From an optimization exercise on the open Yosys and OpenROAD flow, aimed at small area and a short achievable clock period; shortcuts taken in it are not production practice. Power figures rest on the tool's default switching activity, not on a simulated workload.

==> build 72 <==
Design primitive_group_builder, start of the top module:
module primitive_group_builder (
    input  logic        i_clk,
    input  logic        i_rst_n,
    input  logic        i_valid,
    output logic        o_stall,
    input  logic [31:0] i_vertex_a,
    input  logic [31:0] i_vertex_b,
    input  logic [31:0] i_vertex_c,
    input  logic [15:0] i_material,
    input  logic        i_last_triangle,
    output logic        o_valid,
    input  logic        i_stall,
    output logic [31:0] o_group_start_index,
    output logic [31:0] o_group_start_vertex,
    output logic [31:0] o_group_vertex_span,
    output logic [31:0] o_group_triangles,
    output logic [31:0] o_group_number,
    output logic        o_final_record,
    output logic        o_wide_indices,
    output logic [31:0] o_largest_index,
    output logic [31:0] o_index_total
);
Settings: LEC_CHECK=0, CAP_MARGIN=20, CORE_MARGIN=2, CORE_UTILIZATION=40, SLEW_MARGIN=20; clock period 12.5 ns.
run.sh (not shown) runs the stock make flow with config.mk's settings and CLKGATE_MAP_FILE= SYNTH_SCRIPT=/design/flow/synth_recipe.tcl, a recipe that flattens the netlist after the stock synthesis.
==> trial 39 (differences from build 72) <==
==> flow/design.v (replaced) <==
package pgb_pkg;
    localparam int QUEUE_DEPTH = 4;
    function automatic logic lt32(input logic [31:0] x, input logic [31:0] y);
        logic [31:0] l, e;
        l = ~x & y;
        e = ~(x ^ y);
        for (int w = 1; w < 32; w = w * 2) begin
            for (int i = 0; i < 32; i = i + 2 * w) begin
                l[i] = l[i+w] | (e[i+w] & l[i]);
                e[i] = e[i+w] & e[i];
            end
        end
        lt32 = l[0];
    endfunction
    function automatic logic [31:0] add32(input logic [31:0] x, input logic [31:0] y);
        logic [31:0] p, g, pp, gg;
        p = x ^ y;
        g = x & y;
        pp = p;
        gg = g;
        for (int w = 1; w < 32; w = w * 2) begin
            for (int i = 31; i >= w; i = i - 1) begin
                gg[i] = gg[i] | (pp[i] & gg[i-w]);
                pp[i] = pp[i] & pp[i-w];
            end
        end
        add32 = p ^ {gg[30:0], 1'b0};
    endfunction
    function automatic logic [31:0] span32(input logic [31:0] e, input logic [31:0] sv);
        logic [31:0] y, k, s, cy;
        y = ~sv;
        k = 32'd2;
        s = e ^ y ^ k;
        cy = (e & y) | (e & k) | (y & k);
        span32 = add32(s, {cy[30:0], 1'b0});
    endfunction
    function automatic logic [31:0] add3x32(input logic [31:0] x, input logic [31:0] c);
        logic [31:0] y, s, cy;
        y = {c[30:0], 1'b0};
        s = x ^ y ^ c;
        cy = (x & y) | (x & c) | (y & c);
        add3x32 = add32(s, {cy[30:0], 1'b0});
    endfunction
endpackage
module pgb_front (
    input  logic        i_clk,
    input  logic        i_rst_n,
    input  logic        i_accept,
    input  logic [31:0] i_vertex_a,
    input  logic [31:0] i_vertex_b,
    input  logic [31:0] i_vertex_c,
    input  logic [15:0] i_material,
    input  logic        i_last_triangle,
    output logic        o_closing,
    output logic [31:0] o_sv,
    output logic [31:0] o_span,
    output logic [16:0] o_cnt,
    output logic [31:0] o_sv1,
    output logic [31:0] o_e1,
    output logic [16:0] o_cnt1,
    output logic [31:0] o_max1
);
    logic [15:0] r_mat;
    logic [31:0] r_sv, r_e, r_max;
    logic [16:0] r_cnt;
    logic [31:0] a, b, c;
    logic        closing;
    logic        ab, ac, bc;
    logic        a_sv, b_sv, c_sv;      
    logic        a_ge, b_ge, c_ge;      
    logic        a_mx, b_mx, c_mx;      
    logic        a_one, b_one, c_one;   
    logic        mn_a, mn_b, mn_c;      
    logic        mx_a, mx_b, mx_c;      
    logic        t_sv, t_ge, t_mx, t_one;
    logic        e_one, ge_hit;
    logic [31:0] tmin, tmax, a_dec;
    assign a = i_vertex_a;
    assign b = i_vertex_b;
    assign c = i_vertex_c;
    assign closing = (i_material != r_mat);
    assign ab   = pgb_pkg::lt32(a, b);
    assign ac   = pgb_pkg::lt32(a, c);
    assign bc   = pgb_pkg::lt32(b, c);
    assign a_sv = pgb_pkg::lt32(a, r_sv);
    assign b_sv = pgb_pkg::lt32(b, r_sv);
    assign c_sv = pgb_pkg::lt32(c, r_sv);
    assign a_ge = pgb_pkg::lt32(r_e, a);
    assign b_ge = pgb_pkg::lt32(r_e, b);
    assign c_ge = pgb_pkg::lt32(r_e, c);
    assign a_mx = pgb_pkg::lt32(r_max, a);
    assign b_mx = pgb_pkg::lt32(r_max, b);
    assign c_mx = pgb_pkg::lt32(r_max, c);
    assign a_one = &a;
    assign b_one = &b;
    assign c_one = &c;
    assign mn_a = ab && ac;
    assign mn_b = !ab && bc;
    assign mn_c = !mn_a && !mn_b;
    assign mx_a = !ab && !ac;
    assign mx_c = !mx_a && bc;
    assign mx_b = !mx_a && !bc;
    assign t_sv  = (mn_a && a_sv) || (mn_b && b_sv) || (mn_c && c_sv);
    assign t_ge  = (mx_a && a_ge) || (mx_b && b_ge) || (mx_c && c_ge);
    assign t_mx  = (mx_a && a_mx) || (mx_b && b_mx) || (mx_c && c_mx);
    assign t_one = (mx_a && a_one) || (mx_b && b_one) || (mx_c && c_one);
    assign tmin = ({32{mn_a}} & a) | ({32{mn_b}} & b) | ({32{mn_c}} & c);
    assign tmax = ({32{mx_a}} & a) | ({32{mx_b}} & b) | ({32{mx_c}} & c);
    assign a_dec = a - 32'd1;
    assign e_one  = &r_e;
    assign ge_hit = !t_one && (t_ge || e_one);
    assign o_sv1   = (closing || t_sv) ? tmin : r_sv;
    always_comb begin
        if (closing) begin
            o_e1 = t_one ? a_dec : tmax;
        end else begin
            o_e1 = ge_hit ? tmax : r_e;
        end
    end
    assign o_max1  = t_mx ? tmax : r_max;
    assign o_cnt1  = closing ? 17'd1 : r_cnt + 17'd1;
    assign o_closing = closing;
    assign o_sv      = r_sv;
    assign o_span    = pgb_pkg::span32(r_e, r_sv);
    assign o_cnt     = r_cnt;
    always_ff @(posedge i_clk) begin
        if (!i_rst_n) begin
            r_mat <= '0;
            r_sv  <= '0;
            r_e   <= '1;
            r_cnt <= '0;
            r_max <= '0;
        end else if (i_accept) begin
            if (i_last_triangle) begin
                r_mat <= '0;
                r_sv  <= '0;
                r_e   <= '1;
                r_cnt <= '0;
                r_max <= '0;
            end else begin
                r_mat <= i_material;
                r_sv  <= o_sv1;
                r_e   <= o_e1;
                r_cnt <= o_cnt1;
                r_max <= o_max1;
            end
        end
    end
endmodule
module pgb_queue #(
    parameter int W = 8
) (
    input  logic         i_clk,
    input  logic         i_rst_n,
    input  logic         i_push,
    input  logic         i_pop,
    input  logic [W-1:0] i_data,
    output logic         o_full,
    output logic         o_empty,
    output logic [W-1:0] o_head,
    output logic [W-1:0] o_next
);
    logic [W-1:0] r_mem [0:3];
    logic [W-1:0] d [0:3];
    logic [3:0]   en;
    logic [3:0]   r_v;
    assign o_full  = r_v[3];
    assign o_empty = !r_v[0];
    assign o_head  = r_mem[0];
    assign o_next  = en[0] ? d[0] : r_mem[0];
    always_comb begin
        for (int i = 0; i < 4; i++) begin
            if (i == 3) begin
                d[i] = i_data;
            end else begin
                d[i] = (i_pop && r_v[i+1]) ? r_mem[i+1] : i_data;
            end
            if (i == 0) begin
                en[i] = i_pop || !r_v[0];
            end else begin
                en[i] = i_pop || (r_v[i-1] && !r_v[i]);
            end
        end
    end
    always_ff @(posedge i_clk) begin
        if (!i_rst_n) begin
            r_v <= '0;
        end else if (i_push && !i_pop) begin
            r_v <= {r_v[2:0], 1'b1};
        end else if (i_pop && !i_push) begin
            r_v <= {1'b0, r_v[3:1]};
        end
    end
    always_ff @(posedge i_clk) begin
        for (int i = 0; i < 4; i++) begin
            if (en[i]) r_mem[i] <= d[i];
        end
    end
endmodule
module pgb_back (
    input  logic        i_clk,
    input  logic        i_rst_n,
    input  logic        i_empty,
    input  logic        i_has_closed,
    input  logic        i_has_final,
    input  logic        i_next_has_closed,
    input  logic [31:0] i_asv,
    input  logic [31:0] i_aspan,
    input  logic [16:0] i_cnt,
    input  logic [31:0] i_bsv,
    input  logic [31:0] i_be,
    input  logic [31:0] i_bmax,
    input  logic        i_stall,
    output logic        o_pop,
    output logic        o_valid,
    output logic [31:0] o_group_start_index,
    output logic [31:0] o_group_start_vertex,
    output logic [31:0] o_group_vertex_span,
    output logic [31:0] o_group_triangles,
    output logic [31:0] o_group_number,
    output logic        o_final_record,
    output logic        o_wide_indices,
    output logic [31:0] o_largest_index,
    output logic [31:0] o_index_total
);
    logic        r_second, r_fin;
    logic [17:0] r_acc;
    logic [16:0] r_grp;
    logic        take, two_recs, n_second;
    logic [16:0] cnt;
    logic [17:0] idx_one;
    logic [31:0] idx_cnt;
    assign o_valid  = !i_empty;
    assign take     = o_valid && !i_stall;
    assign two_recs = i_has_closed && i_has_final;
    assign o_pop    = take && (r_second || !two_recs);
    assign n_second = take ? (two_recs && !r_second) : r_second;
    assign cnt      = r_second ? 17'd1 : i_cnt;
    assign o_group_start_index  = {14'd0, r_acc};
    assign o_group_start_vertex = r_fin ? i_bsv : i_asv;
    assign o_group_vertex_span  = r_fin ? pgb_pkg::span32(i_be, i_bsv) : i_aspan;
    assign o_group_triangles    = {15'd0, cnt};
    assign o_group_number       = {15'd0, r_grp};
    assign o_final_record       = r_fin;
    assign o_wide_indices       = r_fin && (|i_bmax[31:16]);
    assign o_largest_index      = r_fin ? i_bmax : 32'd0;
    assign idx_one              = r_acc + 18'd3;
    assign idx_cnt              = pgb_pkg::add3x32({14'd0, r_acc}, {15'd0, i_cnt});
    assign o_index_total        = !r_fin ? 32'd0 : r_second ? {14'd0, idx_one} : {14'd0, idx_cnt[17:0]};
    always_ff @(posedge i_clk) begin
        if (!i_rst_n) begin
            r_second <= 1'b0;
            r_fin    <= 1'b0;
            r_acc    <= '0;
            r_grp    <= '0;
        end else begin
            r_second <= n_second;
            r_fin    <= n_second || !i_next_has_closed;
            if (take) begin
                r_acc <= r_fin ? 18'd0 : r_acc + {1'b0, i_cnt} + {i_cnt, 1'b0};
                r_grp <= r_fin ? 17'd0 : r_grp + 17'd1;
            end
        end
    end
endmodule
module primitive_group_builder (
    input  logic        i_clk,
    input  logic        i_rst_n,
    input  logic        i_valid,
    output logic        o_stall,
    input  logic [31:0] i_vertex_a,
    input  logic [31:0] i_vertex_b,
    input  logic [31:0] i_vertex_c,
    input  logic [15:0] i_material,
    input  logic        i_last_triangle,
    output logic        o_valid,
    input  logic        i_stall,
    output logic [31:0] o_group_start_index,
    output logic [31:0] o_group_start_vertex,
    output logic [31:0] o_group_vertex_span,
    output logic [31:0] o_group_triangles,
    output logic [31:0] o_group_number,
    output logic        o_final_record,
    output logic        o_wide_indices,
    output logic [31:0] o_largest_index,
    output logic [31:0] o_index_total
);
    localparam int QW = 2 + 32 + 32 + 17 + 32 + 32 + 32;
    logic        full, empty, accept, push, pop, closing;
    logic [31:0] f_sv, f_span, f_sv1, f_e1, f_max1;
    logic [16:0] f_cnt, f_cnt1;
    logic        h_hc, h_hf, n_hc, n_hf;
    logic [31:0] h_asv, h_aspan, h_bsv, h_be, h_bmax;
    logic [31:0] n_asv, n_aspan, n_bsv, n_be, n_bmax;
    logic [16:0] h_cnt, n_cnt;
    logic [QW-1:0] q_in, q_head, q_next;
    assign accept  = i_valid && !full;
    assign push    = accept && (closing || i_last_triangle);
    assign o_stall = full;
    pgb_front u_front (
        .i_clk           (i_clk),
        .i_rst_n         (i_rst_n),
        .i_accept        (accept),
        .i_vertex_a      (i_vertex_a),
        .i_vertex_b      (i_vertex_b),
        .i_vertex_c      (i_vertex_c),
        .i_material      (i_material),
        .i_last_triangle (i_last_triangle),
        .o_closing       (closing),
        .o_sv            (f_sv),
        .o_span          (f_span),
        .o_cnt           (f_cnt),
        .o_sv1           (f_sv1),
        .o_e1           (f_e1),
        .o_cnt1          (f_cnt1),
        .o_max1          (f_max1)
    );
    assign q_in = {closing, i_last_triangle, f_sv, f_span, closing ? f_cnt : f_cnt1,
                   f_sv1, f_e1, f_max1};
    assign {h_hc, h_hf, h_asv, h_aspan, h_cnt, h_bsv, h_be, h_bmax} = q_head;
    assign {n_hc, n_hf, n_asv, n_aspan, n_cnt, n_bsv, n_be, n_bmax} = q_next;
    pgb_queue #(.W(QW)) u_queue (
        .i_clk   (i_clk),
        .i_rst_n (i_rst_n),
        .i_push  (push),
        .i_pop   (pop),
        .i_data  (q_in),
        .o_full  (full),
        .o_empty (empty),
        .o_head  (q_head),
        .o_next  (q_next)
    );
    pgb_back u_back (
        .i_clk                (i_clk),
        .i_rst_n              (i_rst_n),
        .i_empty              (empty),
        .i_has_closed         (h_hc),
        .i_has_final          (h_hf),
        .i_next_has_closed    (n_hc),
        .i_asv                (h_asv),
        .i_aspan              (h_aspan),
        .i_cnt                (h_cnt),
        .i_bsv                (h_bsv),
        .i_be                 (h_be),
        .i_bmax               (h_bmax),
        .i_stall              (i_stall),
        .o_pop                (pop),
        .o_valid              (o_valid),
        .o_group_start_index  (o_group_start_index),
        .o_group_start_vertex (o_group_start_vertex),
        .o_group_vertex_span  (o_group_vertex_span),
        .o_group_triangles    (o_group_triangles),
        .o_group_number       (o_group_number),
        .o_final_record       (o_final_record),
        .o_wide_indices       (o_wide_indices),
        .o_largest_index      (o_largest_index),
        .o_index_total        (o_index_total)
    );
endmodule
==> flow/flow/run.sh (new file) <==
#!/bin/bash
# The standard layout, with the port buffers made from buf_4 cells instead of
# the delay buffers buffer_ports picks by default. Everything else, synthesis
# included, is the standard.sh unchanged.
set -euo pipefail
export BUFFER_PORTS_ARGS="-buffer_cell sky130_fd_sc_hd__buf_4"
bash standard.sh > standard_flow.log 2>&1
==> flow/standard.sh (new file) <==
#!/bin/bash
# synth_recipe.tcl (not shown) runs the flow's synth.tcl, then flattens the netlist and writes it again
# the make line also repeats each setting of config.mk as NAME=value (left out here)
make -C /OpenROAD-flow-scripts/flow DESIGN_CONFIG=/design/flow/config.mk WORK_HOME=/design/flow/orfs CLKGATE_MAP_FILE= SYNTH_SCRIPT=/design/flow/synth_recipe.tcl "${@:-finish}"
removed: flow/run.sh
==> impl_metrics.xml <==
<?xml version="1.0" encoding="UTF-8"?>
<metrics>
  <group name="outcome">
    <metric name="run_status" unit="">no timing/DRC/antenna violations</metric>
  </group>
  <group name="finish">
    <metric name="sequential_cell_area_share" unit="%">41.80</metric>
    <metric name="buffers_excl_clock" unit="">339</metric>
    <metric name="multi_input_cells" unit="">3795</metric>
  </group>
  <group name="power">
    <metric name="powerClk" unit="mW">3.06</metric>
  </group>
  <group name="global_routing">
    <metric name="globalRouteMet2Util" unit="%">38.51</metric>
  </group>
  <group name="die">
    <metric name="placement_rows" unit="">132</metric>
  </group>
  <group name="place">
    <metric name="detailed_place.area" unit="um2">56860</metric>
  </group>
  <group name="yosys">
    <metric name="synthesis.instances" unit="">5259</metric>
    <metric name="synth_top_family_by_area" unit="">simple AND/OR/NAND/NOR gates</metric>
  </group>
  <group name="cts">
    <metric name="cts_sinks" unit="">908</metric>
  </group>
  <group name="sta">
    <metric name="min_period_over_period" unit="%">65.63</metric>
  </group>
</metrics>
The numbers above come from build 72.

==> impl_metrics.xml <==
<?xml version="1.0" encoding="UTF-8"?>
<metrics>
  <group name="finish">
    <metric name="buffers_excl_clock" unit="">370</metric>
    <metric name="sequential_cell_area_share" unit="%">39.47</metric>
    <metric name="signal_buffer_area_fraction" unit="%">4.449</metric>
  </group>
  <group name="place">
    <metric name="detailed_place.area" unit="um2">59820</metric>
  </group>
  <group name="cts">
    <metric name="cts_max_path_buffers" unit="">3</metric>
    <metric name="clock_tree.root_cell" unit="">sky130_fd_sc_hd__clkbuf_16</metric>
    <metric name="cts_sinks" unit="">886</metric>
  </group>
  <group name="yosys">
    <metric name="yosys.area_share.simple" unit="%">14.47</metric>
    <metric name="synthesis.instances" unit="">5639</metric>
  </group>
  <group name="die">
    <metric name="placement_rows" unit="">137</metric>
  </group>
  <group name="global_routing">
    <metric name="globalRouteMet2Util" unit="%">45.08</metric>
  </group>
  <group name="power">
    <metric name="powerClk" unit="mW">2.94</metric>
  </group>
  <group name="outcome">
    <metric name="run_status" unit="">no timing/DRC/antenna violations</metric>
  </group>
</metrics>
The numbers above come from trial 39.

No run of this note included a check of the RTL's function; only the layout flow was run.

==> separate check: timing with driven ports <==
No port has a modelled driver above. Below, the same layouts with a new extraction and two added sets of constraints. Step 1 (the two cells are an assumption about what drives the block):
set clk [get_ports {i_clk}]
set_driving_cell -lib_cell sky130_fd_sc_hd__clkbuf_16 $clk
set_driving_cell -lib_cell sky130_fd_sc_hd__buf_2 [delete_from_list [all_inputs] $clk]
Step 2 moves the port delays by t, midway between the first and last clock arrival at a register: inputs arrive t later, outputs are due t later. That takes back most of the time a late clock gives input paths. Slacks: ideal / step 1 / step 2; pairs: ideal / step 1.
| run | shift t [ns] | slack for setup (ns) | clock arrival spread, ns |
|---|---|---|---|
| build 72 | 0.795 | 4.296 / 4.349 / 3.554 | 0.053 / 0.053 |
| trial 39 | 0.778 | 4.908 / 4.942 / 4.164 | 0.049 / 0.049 |
After both steps every run listed still meets setup and hold. For trial 39, which loses most, drivers alone change the setup slack by +0.034 ns; drivers and shift together by -0.744 ns.
